Source: an optimization exercise on an open RTL-to-GDS flow (aim: small area and a short achievable clock period). Production flows keep margins and buffers that such runs may drop.
At most, simulation tests tie the RTL to the original design; equivalence was not proved.

==> ember <==
==> flow/design.v <==
package fpcvt_pkg;
    localparam int FLAG_W        = 3;
    localparam int FLAG_INVALID  = 2;
    localparam int FLAG_OVERFLOW = 1;
    localparam int FLAG_INEXACT  = 0;
    localparam int FP64_BIAS = 1023;
endpackage
`timescale 1ns/10ps
module fp64_to_int64 #(
    parameter int TAG_W = 4
) (
    input  logic                          clk,
    input  logic                          load,
    input  logic [63:0]                   in_data,
    input  logic [TAG_W-1:0]              in_tag,
    output logic [63:0]                   q_word,
    output logic                          q_sign,
    output logic [fpcvt_pkg::FLAG_W-1:0]  q_flags,
    output logic [TAG_W-1:0]              q_tag
);
    logic        s;
    logic [10:0] e;
    logic [51:0] m;
    logic        m_nz;
    logic        is_nan, too_big, below_one, at_one;
    logic [5:0]  amt;
    logic [5:0]  k;
    logic [64:0] sh [0:6];
    logic [51:0] fmask;
    logic        inexact_n;
    logic [63:0] nxt_word;
    logic [fpcvt_pkg::FLAG_W-1:0] nxt_flags;
    assign s = in_data[63];
    assign e = in_data[62:52];
    assign m = in_data[51:0];
    assign m_nz = |m;
    assign is_nan    = (e == 11'h7ff) && m_nz;
    assign too_big   = e[10] && ((e[9:6] != 4'd0) || (e[5:0] == 6'd63)
                     || ((e[5:0] == 6'd62) && !(s && !m_nz)));
    assign below_one = !e[10] && (e[9:0] != 10'h3ff);
    assign at_one    = !e[10] && (e[9:0] == 10'h3ff);
    assign amt   = ~e[5:0];
    assign sh[0] = {1'b1, m, 12'd0};
    for (genvar j = 0; j < 6; j++) begin : g_sh
        localparam int D = 1 << (5 - j);
        assign sh[j+1] = amt[5-j] ? {{D{1'b0}}, sh[j][64:D]} : sh[j];
    end
    assign k = e[5:0] + 6'd1;
    always_comb begin
        for (int i = 0; i < 52; i++) begin
            fmask[i] = (7'(k) + 7'(i)) < 7'd52;
        end
    end
    assign inexact_n = |(m & fmask);
    always_comb begin
        nxt_word  = '0;
        nxt_flags = '0;
        if (is_nan) begin
            nxt_flags[fpcvt_pkg::FLAG_INVALID] = 1'b1;
        end else if (too_big) begin
            nxt_word = s ? 64'h8000_0000_0000_0000 : 64'h7fff_ffff_ffff_ffff;
            nxt_flags[fpcvt_pkg::FLAG_OVERFLOW] = 1'b1;
        end else if (below_one) begin
            nxt_flags[fpcvt_pkg::FLAG_INEXACT] = (e != 11'd0) || m_nz;
        end else if (at_one) begin
            nxt_word  = 64'd1;
            nxt_flags[fpcvt_pkg::FLAG_INEXACT] = m_nz;
        end else begin
            nxt_word  = sh[6][63:0];
            nxt_flags[fpcvt_pkg::FLAG_INEXACT] = inexact_n;
        end
    end
    always_ff @(posedge clk) begin
        if (load) begin
            q_word  <= nxt_word;
            q_sign   <= s;
            q_flags <= nxt_flags;
            q_tag   <= in_tag;
        end
    end
endmodule
`timescale 1ns/10ps
module int64_to_fp64 #(
    parameter int TAG_W = 4
) (
    input  logic                 clk,
    input  logic                 load,
    input  logic [63:0]          in_data,
    input  logic [TAG_W-1:0]     in_tag,
    output logic [63:0]          q_word,
    output logic                 q_sticky,
    output logic [TAG_W-1:0]     q_tag
);
    logic        s;
    logic [63:0] x;
    logic [63:0] d;
    logic [5:0]  lzd;
    logic [63:0] xs [0:6];
    logic        low_nz;
    logic        is_zero;
    logic        pow2neg;
    logic [10:0] exp_v;
    logic [63:0] nxt_word;
    assign x = in_data;
    assign s = x[63];
    assign d[0] = 1'b1;
    assign d[63:1] = x[63:1] ^ x[62:0];
    lzc64 u_lzc (.v(d), .cnt(lzd));
    assign xs[0] = x;
    for (genvar j = 0; j < 6; j++) begin : g_sh
        localparam int D = 1 << (5 - j);
        assign xs[j+1] = lzd[5-j] ? {xs[j][63-D:0], {D{1'b0}}} : xs[j];
    end
    assign low_nz  = |xs[6][9:0];
    assign is_zero = (x == 64'd0);
    assign pow2neg = s && !(|(~x[63:1] & x[62:0]));
    assign exp_v   = 11'd1085 - 11'(lzd) + 11'(pow2neg);
    always_comb begin
        nxt_word = {s, exp_v, xs[6][61:10]};
        if (is_zero) nxt_word = '0;
    end
    always_ff @(posedge clk) begin
        if (load) begin
            q_word    <= nxt_word;
            q_sticky  <= low_nz;
            q_tag     <= in_tag;
        end
    end
endmodule
module lzc64 (
    input  logic [63:0] v,
    output logic [5:0]  cnt
);
    logic [31:0] v1;  logic [0:0] c1 [0:31];
    logic [15:0] v2;  logic [1:0] c2 [0:15];
    logic [7:0]  v3;  logic [2:0] c3 [0:7];
    logic [3:0]  v4;  logic [3:0] c4 [0:3];
    logic [1:0]  v5;  logic [4:0] c5 [0:1];
    always_comb begin
        for (int i = 0; i < 32; i++) begin
            v1[i] = v[2*i+1] | v[2*i];
            c1[i] = !v[2*i+1];
        end
        for (int i = 0; i < 16; i++) begin
            v2[i] = v1[2*i+1] | v1[2*i];
            c2[i] = v1[2*i+1] ? {1'b0, c1[2*i+1]} : {1'b1, c1[2*i]};
        end
        for (int i = 0; i < 8; i++) begin
            v3[i] = v2[2*i+1] | v2[2*i];
            c3[i] = v2[2*i+1] ? {1'b0, c2[2*i+1]} : {1'b1, c2[2*i]};
        end
        for (int i = 0; i < 4; i++) begin
            v4[i] = v3[2*i+1] | v3[2*i];
            c4[i] = v3[2*i+1] ? {1'b0, c3[2*i+1]} : {1'b1, c3[2*i]};
        end
        for (int i = 0; i < 2; i++) begin
            v5[i] = v4[2*i+1] | v4[2*i];
            c5[i] = v4[2*i+1] ? {1'b0, c4[2*i+1]} : {1'b1, c4[2*i]};
        end
        cnt = v5[1] ? {1'b0, c5[1]} : {1'b1, c5[0]};
    end
endmodule
`timescale 1ns/10ps
module result_arbiter #(
    parameter int TAG_W = 4
) (
    input  logic                         clk,
    input  logic                         rst,
    input  logic                         f2i_valid,
    output logic                         f2i_ready,
    input  logic                         i2f_valid,
    output logic                         i2f_ready,
    output logic                         load0,
    output logic                         load1,
    input  logic [63:0]                  word0,
    input  logic                         sign0,
    input  logic [fpcvt_pkg::FLAG_W-1:0] flags0,
    input  logic [TAG_W-1:0]             tag0,
    input  logic [63:0]                  word1,
    input  logic                         sticky1,
    input  logic [TAG_W-1:0]             tag1,
    output logic                         res_valid,
    input  logic                         res_ready,
    output logic [63:0]                  res_data,
    output logic [fpcvt_pkg::FLAG_W-1:0] res_flags,
    output logic [TAG_W-1:0]             res_tag,
    output logic                         res_src
);
    logic held0, held1, prio, grant1;
    logic n_held0, n_held1, n_prio;
    logic take0, take1, xfer;
    logic [63:0] w;
    logic        neg;
    logic [63:0] below;    
    logic [63:0] flip;
    assign res_valid = held0 | held1;
    assign res_src   = grant1;
    assign take0     = res_ready & !grant1;
    assign take1     = res_ready & grant1;
    assign f2i_ready = !held0 | take0;
    assign i2f_ready = !held1 | take1;
    assign load0     = f2i_valid & f2i_ready;
    assign load1     = i2f_valid & i2f_ready;
    assign xfer      = res_valid & res_ready;
    always_comb begin
        n_held0 = load0 | (held0 & !take0);
        n_held1 = load1 | (held1 & !take1);
        n_prio  = xfer ? !grant1 : prio;
        if (rst) begin
            n_held0 = 1'b0;
            n_held1 = 1'b0;
            n_prio  = 1'b0;
        end
    end
    always_ff @(posedge clk) begin
        held0  <= n_held0;
        held1  <= n_held1;
        prio   <= n_prio;
        grant1 <= n_held1 & (!n_held0 | n_prio);
    end
    assign w   = grant1 ? word1 : word0;
    assign neg = grant1 ? word1[63] : sign0;
    always_comb begin
        logic [63:0] p;
        p = {w[62:0], grant1 & sticky1};
        for (int l = 0; l < 6; l++) begin
            for (int i = 0; i < 64; i++) begin
                if ((i >> l) & 1)
                    p[i] = p[i] | p[((i >> l) << l) - 1];
            end
        end
        below = p;
    end
    always_comb begin
        flip = {64{neg}} & below;
        flip[63:52] = flip[63:52] & {12{!grant1}};
    end
    assign res_data  = w ^ flip;
    assign res_flags = grant1 ? {2'b00, sticky1} : flags0;
    assign res_tag   = grant1 ? tag1 : tag0;
endmodule
`timescale 1ns/10ps
module fpcvt_top #(
    parameter int TAG_W = 4
) (
    input  logic                         clk,
    input  logic                         rst,
    input  logic                         f2i_valid,
    output logic                         f2i_ready,
    input  logic [63:0]                  f2i_data,
    input  logic [TAG_W-1:0]             f2i_tag,
    input  logic                         i2f_valid,
    output logic                         i2f_ready,
    input  logic [63:0]                  i2f_data,
    input  logic [TAG_W-1:0]             i2f_tag,
    output logic                         res_valid,
    input  logic                         res_ready,
    output logic [63:0]                  res_data,
    output logic [fpcvt_pkg::FLAG_W-1:0] res_flags,
    output logic [TAG_W-1:0]             res_tag,
    output logic                         res_src
);
    logic                         load0, load1;
    logic [63:0]                  word0, word1;
    logic                         sign0, sticky1;
    logic [fpcvt_pkg::FLAG_W-1:0] flags0;
    logic [TAG_W-1:0]             tag0, tag1;
    fp64_to_int64 #(.TAG_W(TAG_W)) u_f2i (
        .clk     (clk),
        .load    (load0),
        .in_data (f2i_data),
        .in_tag  (f2i_tag),
        .q_word  (word0),
        .q_sign  (sign0),
        .q_flags (flags0),
        .q_tag   (tag0)
    );
    int64_to_fp64 #(.TAG_W(TAG_W)) u_i2f (
        .clk       (clk),
        .load      (load1),
        .in_data   (i2f_data),
        .in_tag    (i2f_tag),
        .q_word    (word1),
        .q_sticky  (sticky1),
        .q_tag     (tag1)
    );
    result_arbiter #(.TAG_W(TAG_W)) u_arb (
        .clk       (clk),
        .rst       (rst),
        .f2i_valid (f2i_valid),
        .f2i_ready (f2i_ready),
        .i2f_valid (i2f_valid),
        .i2f_ready (i2f_ready),
        .load0     (load0),
        .load1     (load1),
        .word0     (word0),
        .sign0     (sign0),
        .flags0    (flags0),
        .tag0      (tag0),
        .word1     (word1),
        .sticky1   (sticky1),
        .tag1      (tag1),
        .res_valid (res_valid),
        .res_ready (res_ready),
        .res_data  (res_data),
        .res_flags (res_flags),
        .res_tag   (res_tag),
        .res_src   (res_src)
    );
endmodule
==> flow/run.sh <==
#!/bin/bash
# synth_recipe.tcl (not shown) runs the flow's synth.tcl, then flattens the netlist and writes it again
# the make line also repeats each setting of config.mk as NAME=value (left out here)
make -C /OpenROAD-flow-scripts/flow DESIGN_CONFIG=/design/flow/config.mk WORK_HOME=/design/flow/orfs CLKGATE_MAP_FILE= SYNTH_SCRIPT=/design/flow/synth_recipe.tcl finish
==> flow/config.mk <==
export PLATFORM = sky130hd
export DESIGN_NAME = fpcvt_top
export DESIGN_NICKNAME = fpcvt_top
export VERILOG_FILES = /design/flow/design.v
export SDC_FILE = /design/flow/constraint.sdc
export NUM_CORES = 4
export LEC_CHECK = 0
export ABC_AREA = 1
export CAP_MARGIN = 20
export CORE_MARGIN = 2
export CORE_UTILIZATION = 40
export SETUP_SLACK_MARGIN = 3.4
export SLEW_MARGIN = 20
==> flow/constraint.sdc <==
create_clock -name core_clock -period 7.0 [get_ports {clk}]
set_input_delay 1.4000 -clock core_clock [delete_from_list [all_inputs] [get_ports {clk}]]
set_output_delay 1.4000 -clock core_clock [all_outputs]
set_load 0.01 [all_outputs]
==> inputs of tundra, as changes to ember <==
==> flow/design.v, changed modules only <==
module fp64_to_int64 #(
    parameter int TAG_W = 4
) (
    input  logic                          clk,
    input  logic                          load,
    input  logic [63:0]                   in_data,
    input  logic [TAG_W-1:0]              in_tag,
    output logic [63:0]                   q_word,
    output logic                          q_sign,
    output logic [fpcvt_pkg::FLAG_W-1:0]  q_flags,
    output logic [TAG_W-1:0]              q_tag
);
    logic        s;
    logic [10:0] e;
    logic [51:0] m;
    logic        m_nz;
    logic        is_nan, in_rng, shifted, sat, exact_min, below_one, at_one;
    logic [5:0]  amt;
    logic [64:0] sh [0:6];
    logic [6:0]  st;
    logic        inexact_n;
    logic [63:0] nxt_word;
    logic [fpcvt_pkg::FLAG_W-1:0] nxt_flags;
    assign s = in_data[63];
    assign e = in_data[62:52];
    assign m = in_data[51:0];
    assign m_nz = |m;
    assign is_nan    = (e == 11'h7ff) && m_nz;
    assign in_rng    = e[10] && (e[9:6] == 4'd0);
    assign shifted   = in_rng && (e[5:1] != 5'h1f);
    assign sat       = e[10] && !shifted && !is_nan;
    assign exact_min = (e == 11'd1086) && s && !m_nz;
    assign below_one = !e[10] && (e[9:0] != 10'h3ff);
    assign at_one    = !e[10] && (e[9:0] == 10'h3ff);
    assign amt   = ~e[5:0];
    assign sh[0] = {1'b1, m, 12'd0};
    assign st[0] = 1'b0;
    for (genvar j = 0; j < 6; j++) begin : g_sh
        localparam int D = 1 << (5 - j);
        assign sh[j+1] = amt[5-j] ? {{D{1'b0}}, sh[j][64:D]} : sh[j];
        assign st[j+1] = st[j] | (amt[5-j] & (|sh[j][D-1:0]));
    end
    assign inexact_n = st[6];
    always_comb begin
        nxt_word = '0;
        if (shifted) nxt_word = sh[6][63:0];
        if (at_one)  nxt_word[0] = 1'b1;
        if (sat)     nxt_word = s ? 64'h8000_0000_0000_0000 : 64'h7fff_ffff_ffff_ffff;
    end
    always_comb begin
        nxt_flags = '0;
        nxt_flags[fpcvt_pkg::FLAG_INVALID]  = is_nan;
        nxt_flags[fpcvt_pkg::FLAG_OVERFLOW] = sat && !exact_min;
        nxt_flags[fpcvt_pkg::FLAG_INEXACT]  = (below_one && ((e != 11'd0) || m_nz))
                                            || (at_one && m_nz)
                                            || (shifted && inexact_n);
    end
    always_ff @(posedge clk) begin
        if (load) begin
            q_word  <= nxt_word;
            q_sign  <= s;
            q_flags <= nxt_flags;
            q_tag   <= in_tag;
        end
    end
endmodule
module int64_to_fp64 #(
    parameter int TAG_W = 4
) (
    input  logic                 clk,
    input  logic                 load,
    input  logic [63:0]          in_data,
    input  logic [TAG_W-1:0]     in_tag,
    output logic [63:0]          q_word,
    output logic                 q_sticky,
    output logic [TAG_W-1:0]     q_tag
);
    logic        s;
    logic [63:0] x;
    logic [63:0] d;
    logic [5:0]  lzd;
    logic [63:0] xs [0:6];
    logic        low_nz;
    logic        is_zero;
    logic        pow2neg;
    logic [10:0] exp_v;
    logic [63:0] nxt_word;
    assign x = in_data;
    assign s = x[63];
    assign d[0] = 1'b1;
    assign d[63:1] = x[63:1] ^ x[62:0];
    lzc64 u_lzc (.v(d), .cnt(lzd));
    assign xs[0] = x;
    for (genvar j = 0; j < 6; j++) begin : g_sh
        localparam int D = 1 << (5 - j);
        assign xs[j+1] = lzd[5-j] ? {xs[j][63-D:0], {D{1'b0}}} : xs[j];
    end
    assign low_nz  = |xs[6][9:0];
    assign is_zero = (x == 64'd0);
    assign pow2neg = s && !(|(~x[63:1] & x[62:0]));
    assign exp_v   = 11'd1085 - 11'(lzd) + 11'(pow2neg);
    assign nxt_word = {s, exp_v & {11{!is_zero}}, xs[6][61:10]};
    always_ff @(posedge clk) begin
        if (load) begin
            q_word    <= nxt_word;
            q_sticky  <= low_nz;
            q_tag     <= in_tag;
        end
    end
endmodule
module result_arbiter #(
    parameter int TAG_W = 4
) (
    input  logic                         clk,
    input  logic                         rst,
    input  logic                         f2i_valid,
    output logic                         f2i_ready,
    input  logic                         i2f_valid,
    output logic                         i2f_ready,
    output logic                         load0,
    output logic                         load1,
    input  logic [63:0]                  word0,
    input  logic                         sign0,
    input  logic [fpcvt_pkg::FLAG_W-1:0] flags0,
    input  logic [TAG_W-1:0]             tag0,
    input  logic [63:0]                  word1,
    input  logic                         sticky1,
    input  logic [TAG_W-1:0]             tag1,
    output logic                         res_valid,
    input  logic                         res_ready,
    output logic [63:0]                  res_data,
    output logic [fpcvt_pkg::FLAG_W-1:0] res_flags,
    output logic [TAG_W-1:0]             res_tag,
    output logic                         res_src
);
    logic held0, held1, prio, grant1;
    logic n_held0, n_held1, n_prio;
    logic take0, take1, xfer;
    logic [63:0] below0, below1;
    logic [63:0] r0, r1;
    assign res_valid = held0 | held1;
    assign res_src   = grant1;
    assign take0     = res_ready & !grant1;
    assign take1     = res_ready & grant1;
    assign f2i_ready = !held0 | take0;
    assign i2f_ready = !held1 | take1;
    assign load0     = f2i_valid & f2i_ready;
    assign load1     = i2f_valid & i2f_ready;
    assign xfer      = res_valid & res_ready;
    always_comb begin
        n_held0 = load0 | (held0 & !take0);
        n_held1 = load1 | (held1 & !take1);
        n_prio  = xfer ? !grant1 : prio;
        if (rst) begin
            n_held0 = 1'b0;
            n_held1 = 1'b0;
            n_prio  = 1'b0;
        end
    end
    always_ff @(posedge clk) begin
        held0  <= n_held0;
        held1  <= n_held1;
        prio   <= n_prio;
        grant1 <= n_held1 & (!n_held0 | n_prio);
    end
    function automatic [63:0] below_of;
        input [63:0] v;
        input        st;
        logic [63:0] p;
        p = {v[62:0], st};
        for (int l = 0; l < 6; l++) begin
            for (int i = 0; i < 64; i++) begin
                if ((i >> l) & 1)
                    p[i] = p[i] | p[((i >> l) << l) - 1];
            end
        end
        below_of = p;
    endfunction
    assign below0 = below_of(word0, 1'b0);
    assign below1 = below_of({12'd0, word1[51:0]}, sticky1);
    assign r0 = word0 ^ ({64{sign0}} & below0);
    assign r1 = {word1[63:52], word1[51:0] ^ ({52{word1[63]}} & below1[51:0])};
    assign res_data  = grant1 ? r1 : r0;
    assign res_flags = grant1 ? {2'b00, sticky1} : flags0;
    assign res_tag   = grant1 ? tag1 : tag0;
endmodule
==> flow/flow/run.sh (new file) <==
#!/bin/bash
# The standard layout, with the port buffers made as buf_1 cells instead of
# the buffer_ports default (a slow delay cell on this platform).
set -euo pipefail
export BUFFER_PORTS_ARGS="-buffer_cell sky130_fd_sc_hd__buf_1"
bash standard.sh > flow_standard.log 2>&1
==> flow/standard.sh (new file) <==
#!/bin/bash
# synth_recipe.tcl (not shown) runs the flow's synth.tcl, then flattens the netlist and writes it again
# the make line also repeats each setting of config.mk as NAME=value (left out here)
make -C /OpenROAD-flow-scripts/flow DESIGN_CONFIG=/design/flow/config.mk WORK_HOME=/design/flow/orfs CLKGATE_MAP_FILE= SYNTH_SCRIPT=/design/flow/synth_recipe.tcl "${@:-finish}"
--- a/flow/config.mk
+++ b/flow/config.mk
@@ -9,5 +9,5 @@
 export CAP_MARGIN = 20
 export CORE_MARGIN = 2
 export CORE_UTILIZATION = 40
-export SETUP_SLACK_MARGIN = 3.4
+export SETUP_SLACK_MARGIN = 2.8
 export SLEW_MARGIN = 20
removed: flow/run.sh
==> inputs of xenon, as changes to ember <==
==> flow/design.v, changed modules only <==
module fp64_to_int64 #(
    parameter int TAG_W = 4
) (
    input  logic                          clk,
    input  logic                          load,
    input  logic [63:0]                   in_data,
    input  logic [TAG_W-1:0]              in_tag,
    output logic [63:0]                   q_word,
    output logic                          q_sign,
    output logic [fpcvt_pkg::FLAG_W-1:0]  q_flags,
    output logic [TAG_W-1:0]              q_tag
);
    logic        s;
    logic [10:0] e;
    logic [51:0] m;
    logic        m_nz;
    logic        is_nan, in_rng, shifted, sat, exact_min, below_one, at_one;
    logic [5:0]  amt;
    logic [64:0] sh [0:6];
    logic [51:0] fmask;
    logic        inexact_n;
    logic [63:0] nxt_word;
    logic [fpcvt_pkg::FLAG_W-1:0] nxt_flags;
    assign s = in_data[63];
    assign e = in_data[62:52];
    assign m = in_data[51:0];
    assign m_nz = |m;
    assign is_nan    = (e == 11'h7ff) && m_nz;
    assign in_rng    = e[10] && (e[9:6] == 4'd0);
    assign shifted   = in_rng && (e[5:1] != 5'h1f);
    assign sat       = e[10] && !shifted && !is_nan;
    assign exact_min = (e == 11'd1086) && s && !m_nz;
    assign below_one = !e[10] && (e[9:0] != 10'h3ff);
    assign at_one    = !e[10] && (e[9:0] == 10'h3ff);
    assign amt   = ~e[5:0];
    assign sh[0] = {1'b1, m, 12'd0};
    for (genvar j = 0; j < 6; j++) begin : g_sh
        localparam int D = 1 << (5 - j);
        assign sh[j+1] = amt[5-j] ? {{D{1'b0}}, sh[j][64:D]} : sh[j];
    end
    always_comb begin
        for (int i = 0; i < 52; i++) begin
            fmask[i] = e[5:0] < 6'(51 - i);
        end
    end
    assign inexact_n = |(m & fmask);
    always_comb begin
        nxt_word = '0;
        if (shifted) nxt_word = sh[6][63:0];
        if (at_one)  nxt_word[0] = 1'b1;
        if (sat)     nxt_word = s ? 64'h8000_0000_0000_0000 : 64'h7fff_ffff_ffff_ffff;
    end
    always_comb begin
        nxt_flags = '0;
        nxt_flags[fpcvt_pkg::FLAG_INVALID]  = is_nan;
        nxt_flags[fpcvt_pkg::FLAG_OVERFLOW] = sat && !exact_min;
        nxt_flags[fpcvt_pkg::FLAG_INEXACT]  = (below_one && ((e != 11'd0) || m_nz))
                                            || (at_one && m_nz)
                                            || (shifted && inexact_n);
    end
    always_ff @(posedge clk) begin
        if (load) begin
            q_word  <= nxt_word;
            q_sign  <= s;
            q_flags <= nxt_flags;
            q_tag   <= in_tag;
        end
    end
endmodule
module int64_to_fp64 #(
    parameter int TAG_W = 4
) (
    input  logic                 clk,
    input  logic                 load,
    input  logic [63:0]          in_data,
    input  logic [TAG_W-1:0]     in_tag,
    output logic [63:0]          q_word,
    output logic                 q_sticky,
    output logic [TAG_W-1:0]     q_tag
);
    logic        s;
    logic [63:0] x;
    logic [63:0] d;
    logic [5:0]  lzd;
    logic [63:0] xs [0:6];
    logic        low_nz;
    logic        is_zero;
    logic        pow2neg, pow2neg_v;
    logic [10:0] exp_v;
    logic [63:0] nxt_word;
    assign x = in_data;
    assign s = x[63];
    assign d[0] = 1'b1;
    assign d[63:1] = x[63:1] ^ x[62:0];
    lzc64 u_lzc (.v(d), .cnt(lzd));
    assign xs[0] = x;
    for (genvar j = 0; j < 6; j++) begin : g_sh
        localparam int D = 1 << (5 - j);
        assign xs[j+1] = lzd[5-j] ? {xs[j][63-D:0], {D{1'b0}}} : xs[j];
    end
    assign low_nz  = |xs[6][9:0];
    assign is_zero = (x == 64'd0);
    onehot0_63 u_oh (.v(d[63:1]), .ok(pow2neg_v));
    assign pow2neg = s && pow2neg_v;
    assign exp_v   = 11'd1085 - 11'(lzd) + 11'(pow2neg);
    always_comb begin
        nxt_word = {s, exp_v, xs[6][61:10]};
        if (is_zero) nxt_word = '0;
    end
    always_ff @(posedge clk) begin
        if (load) begin
            q_word    <= nxt_word;
            q_sticky  <= low_nz;
            q_tag     <= in_tag;
        end
    end
endmodule
module onehot0_63 (
    input  logic [62:0] v,
    output logic        ok
);
    logic [63:0] a0, m0;
    logic [31:0] a1, m1;
    logic [15:0] a2, m2;
    logic [7:0]  a3, m3;
    logic [3:0]  a4, m4;
    logic [1:0]  a5, m5;
    always_comb begin
        a0 = {1'b0, v};
        m0 = '0;
        for (int i = 0; i < 32; i++) begin
            a1[i] = a0[2*i+1] | a0[2*i];
            m1[i] = a0[2*i+1] & a0[2*i];
        end
        for (int i = 0; i < 16; i++) begin
            a2[i] = a1[2*i+1] | a1[2*i];
            m2[i] = m1[2*i+1] | m1[2*i] | (a1[2*i+1] & a1[2*i]);
        end
        for (int i = 0; i < 8; i++) begin
            a3[i] = a2[2*i+1] | a2[2*i];
            m3[i] = m2[2*i+1] | m2[2*i] | (a2[2*i+1] & a2[2*i]);
        end
        for (int i = 0; i < 4; i++) begin
            a4[i] = a3[2*i+1] | a3[2*i];
            m4[i] = m3[2*i+1] | m3[2*i] | (a3[2*i+1] & a3[2*i]);
        end
        for (int i = 0; i < 2; i++) begin
            a5[i] = a4[2*i+1] | a4[2*i];
            m5[i] = m4[2*i+1] | m4[2*i] | (a4[2*i+1] & a4[2*i]);
        end
        ok = !(m5[1] | m5[0] | (a5[1] & a5[0]));
    end
endmodule
module result_arbiter #(
    parameter int TAG_W = 4
) (
    input  logic                         clk,
    input  logic                         rst,
    input  logic                         f2i_valid,
    output logic                         f2i_ready,
    input  logic                         i2f_valid,
    output logic                         i2f_ready,
    output logic                         load0,
    output logic                         load1,
    input  logic [63:0]                  word0,
    input  logic                         sign0,
    input  logic [fpcvt_pkg::FLAG_W-1:0] flags0,
    input  logic [TAG_W-1:0]             tag0,
    input  logic [63:0]                  word1,
    input  logic                         sticky1,
    input  logic [TAG_W-1:0]             tag1,
    output logic                         res_valid,
    input  logic                         res_ready,
    output logic [63:0]                  res_data,
    output logic [fpcvt_pkg::FLAG_W-1:0] res_flags,
    output logic [TAG_W-1:0]             res_tag,
    output logic                         res_src
);
    logic held0, held1, prio, grant1;
    logic n_held0, n_held1, n_prio;
    logic take0, take1, xfer;
    logic [63:0] below0, below1;
    logic [63:0] r0, r1;
    assign res_valid = held0 | held1;
    assign res_src   = grant1;
    assign take0     = res_ready & !grant1;
    assign take1     = res_ready & grant1;
    assign f2i_ready = !held0 | take0;
    assign i2f_ready = !held1 | take1;
    assign load0     = f2i_valid & f2i_ready;
    assign load1     = i2f_valid & i2f_ready;
    assign xfer      = res_valid & res_ready;
    always_comb begin
        n_held0 = load0 | (held0 & !take0);
        n_held1 = load1 | (held1 & !take1);
        n_prio  = xfer ? !grant1 : prio;
        if (rst) begin
            n_held0 = 1'b0;
            n_held1 = 1'b0;
            n_prio  = 1'b0;
        end
    end
    always_ff @(posedge clk) begin
        held0  <= n_held0;
        held1  <= n_held1;
        prio   <= n_prio;
        grant1 <= n_held1 & (!n_held0 | n_prio);
    end
    function automatic [63:0] below_of;
        input [63:0] v;
        input        st;
        logic [63:0] p;
        p = {v[62:0], st};
        for (int l = 0; l < 6; l++) begin
            for (int i = 0; i < 64; i++) begin
                if ((i >> l) & 1)
                    p[i] = p[i] | p[((i >> l) << l) - 1];
            end
        end
        below_of = p;
    endfunction
    assign below0 = below_of(word0, 1'b0);
    assign below1 = below_of({12'd0, word1[51:0]}, sticky1);
    assign r0 = word0 ^ ({64{sign0}} & below0);
    assign r1 = {word1[63:52], word1[51:0] ^ ({52{word1[63]}} & below1[51:0])};
    assign res_data  = grant1 ? r1 : r0;
    assign res_flags = grant1 ? {2'b00, sticky1} : flags0;
    assign res_tag   = grant1 ? tag1 : tag0;
endmodule
==> flow/flow/run.sh (new file) <==
#!/bin/bash
# The standard layout, with the port buffers made as buf_1 cells instead of
# the buffer_ports default (a slow delay cell on this platform).
set -euo pipefail
export BUFFER_PORTS_ARGS="-buffer_cell sky130_fd_sc_hd__buf_1"
bash standard.sh > flow_standard.log 2>&1
==> flow/standard.sh (new file) <==
#!/bin/bash
# synth_recipe.tcl (not shown) runs the flow's synth.tcl, then flattens the netlist and writes it again
# the make line also repeats each setting of config.mk as NAME=value (left out here)
make -C /OpenROAD-flow-scripts/flow DESIGN_CONFIG=/design/flow/config.mk WORK_HOME=/design/flow/orfs CLKGATE_MAP_FILE= SYNTH_SCRIPT=/design/flow/synth_recipe.tcl "${@:-finish}"
--- a/flow/config.mk
+++ b/flow/config.mk
@@ -9,5 +9,5 @@
 export CAP_MARGIN = 20
 export CORE_MARGIN = 2
 export CORE_UTILIZATION = 40
-export SETUP_SLACK_MARGIN = 3.4
+export SETUP_SLACK_MARGIN = 2.5
 export SLEW_MARGIN = 20
removed: flow/run.sh
==> comparison <==
Synthesized cell count: ember > xenon > tundra.
The highest register-to-register slack belongs to ember, the lowest to xenon.
The lowest setup slack belongs to ember, the highest to tundra.
Core utilization: ember > tundra > xenon.
Cell count, highest first: ember, xenon, tundra.
ember finished clean. xenon completed with no timing, DRC or antenna violations. tundra finished with timing, DRC and antenna clean.
Global-route usage: tundra is lower than ember (6.8 points).
Critical path depth: ember is lower than xenon (1).
Between tundra and xenon, the lower via count is in tundra (gap 9.7%, measured against xenon).
Between tundra and xenon, the lower hold slack is in tundra (gap 0.019 ns).
Non-clock buffer count: ember > tundra > xenon.
Between xenon and tundra, the lower maximum frequency is in xenon (gap 2.9%, measured against tundra).
==> figures <==
Status: ember complete, no violations; tundra complete, no violations; xenon complete, no violations
Capturing element of the worst setup path: ember res_data[45]; tundra res_data[31]; xenon res_data[44]
Netlist area before placement: ember 19500 µm²; tundra 17400 µm²; xenon 18900 µm²
Timing startpoint of the critical path: ember u_arb.grant1; tundra u_i2f.q_word[8]; xenon u_f2i.q_word[2]
Place WS: ember 1.29 ns; tundra 1.79 ns; xenon 1.40 ns
Clock latency on the worst-skew pair: ember 0.45 ns; tundra 0.44 ns; xenon 0.47 ns
Placed cells: ember 3962; tundra 3570; xenon 3878
Post-Synth Simple-Gate Area: ember 42.8%; tundra 40.4%; xenon 41.3%
Fraction of the mapped netlist area in compound gates: ember 17.1%; tundra 18.4%; xenon 19.7%
Post-route fraction of the period consumed by the critical path: ember 67.5%; tundra 61.8%; xenon 63.7%
Worst path buffer plus inverter count: ember 6; tundra 4; xenon 3
Post-CTS Resized: ember 1010; tundra 150; xenon 59
Routed Wire Length: ember 119000 µm; tundra 75800 µm; xenon 87200 µm
Average wire length per cell after detail routing: ember 27.0 µm; tundra 20.6 µm; xenon 21.9 µm
Post-Syn Nets: ember 3483; tundra 3084; xenon 3377
Number of filler cells placed in the layout: ember 3807; tundra 4666; xenon 5061
Non-clock buffer instance count of the final layout: ember 642; tundra 318; xenon 308
Average size of a mapped cell: ember 5.92 µm²; tundra 5.99 µm²; xenon 5.90 µm²
Final GP Congestion: ember 1.01; tundra 1.05; xenon 0.998
Mux contribution to synthesized area: ember 2.28%; tundra 1.96%; xenon 2.17%
Worst clock skew: ember 0.0103 ns; tundra 0.00668 ns; xenon 0.0239 ns
Maximum clock frequency: ember 212 MHz; tundra 231 MHz; xenon 224 MHz
Number of ordinary inverters in the final layout: ember 262; tundra 309; xenon 326
Only the layout flow was run in ember; the RTL was not checked for function there.

static timing again, ports no longer ideal:
How much do the figures lean on ideal ports? The routed layouts below were timed once more, with nothing changed but the port constraints.
Step 1 assumes that a clkbuf_16 drives the clock port and a buf_2 every other input.
Step 2, shift: input delay + t, output delay - t, t = (earliest + latest rising clock arrival at the registers) / 2. This alone moves slack from input paths to output paths.
a / b / c = ideal ports / drivers / drivers and shift; a / b = the first two.
| run | t, ns | slack for setup (ns) | slew at the worst register clock pin (ns) |
|---|---|---|---|
| ember | 0.514 | 2.278 / 2.217 / 2.004 | 0.07 / 0.07 |
| tundra | 0.493 | 2.674 / 2.618 / 2.469 | 0.07 / 0.07 |
| xenon | 0.516 | 2.543 / 2.484 / 2.139 | 0.08 / 0.08 |
After both steps every run listed still meets setup and hold. For xenon, which loses most, drivers alone change the setup slack by -0.059 ns; drivers and shift together by -0.404 ns.
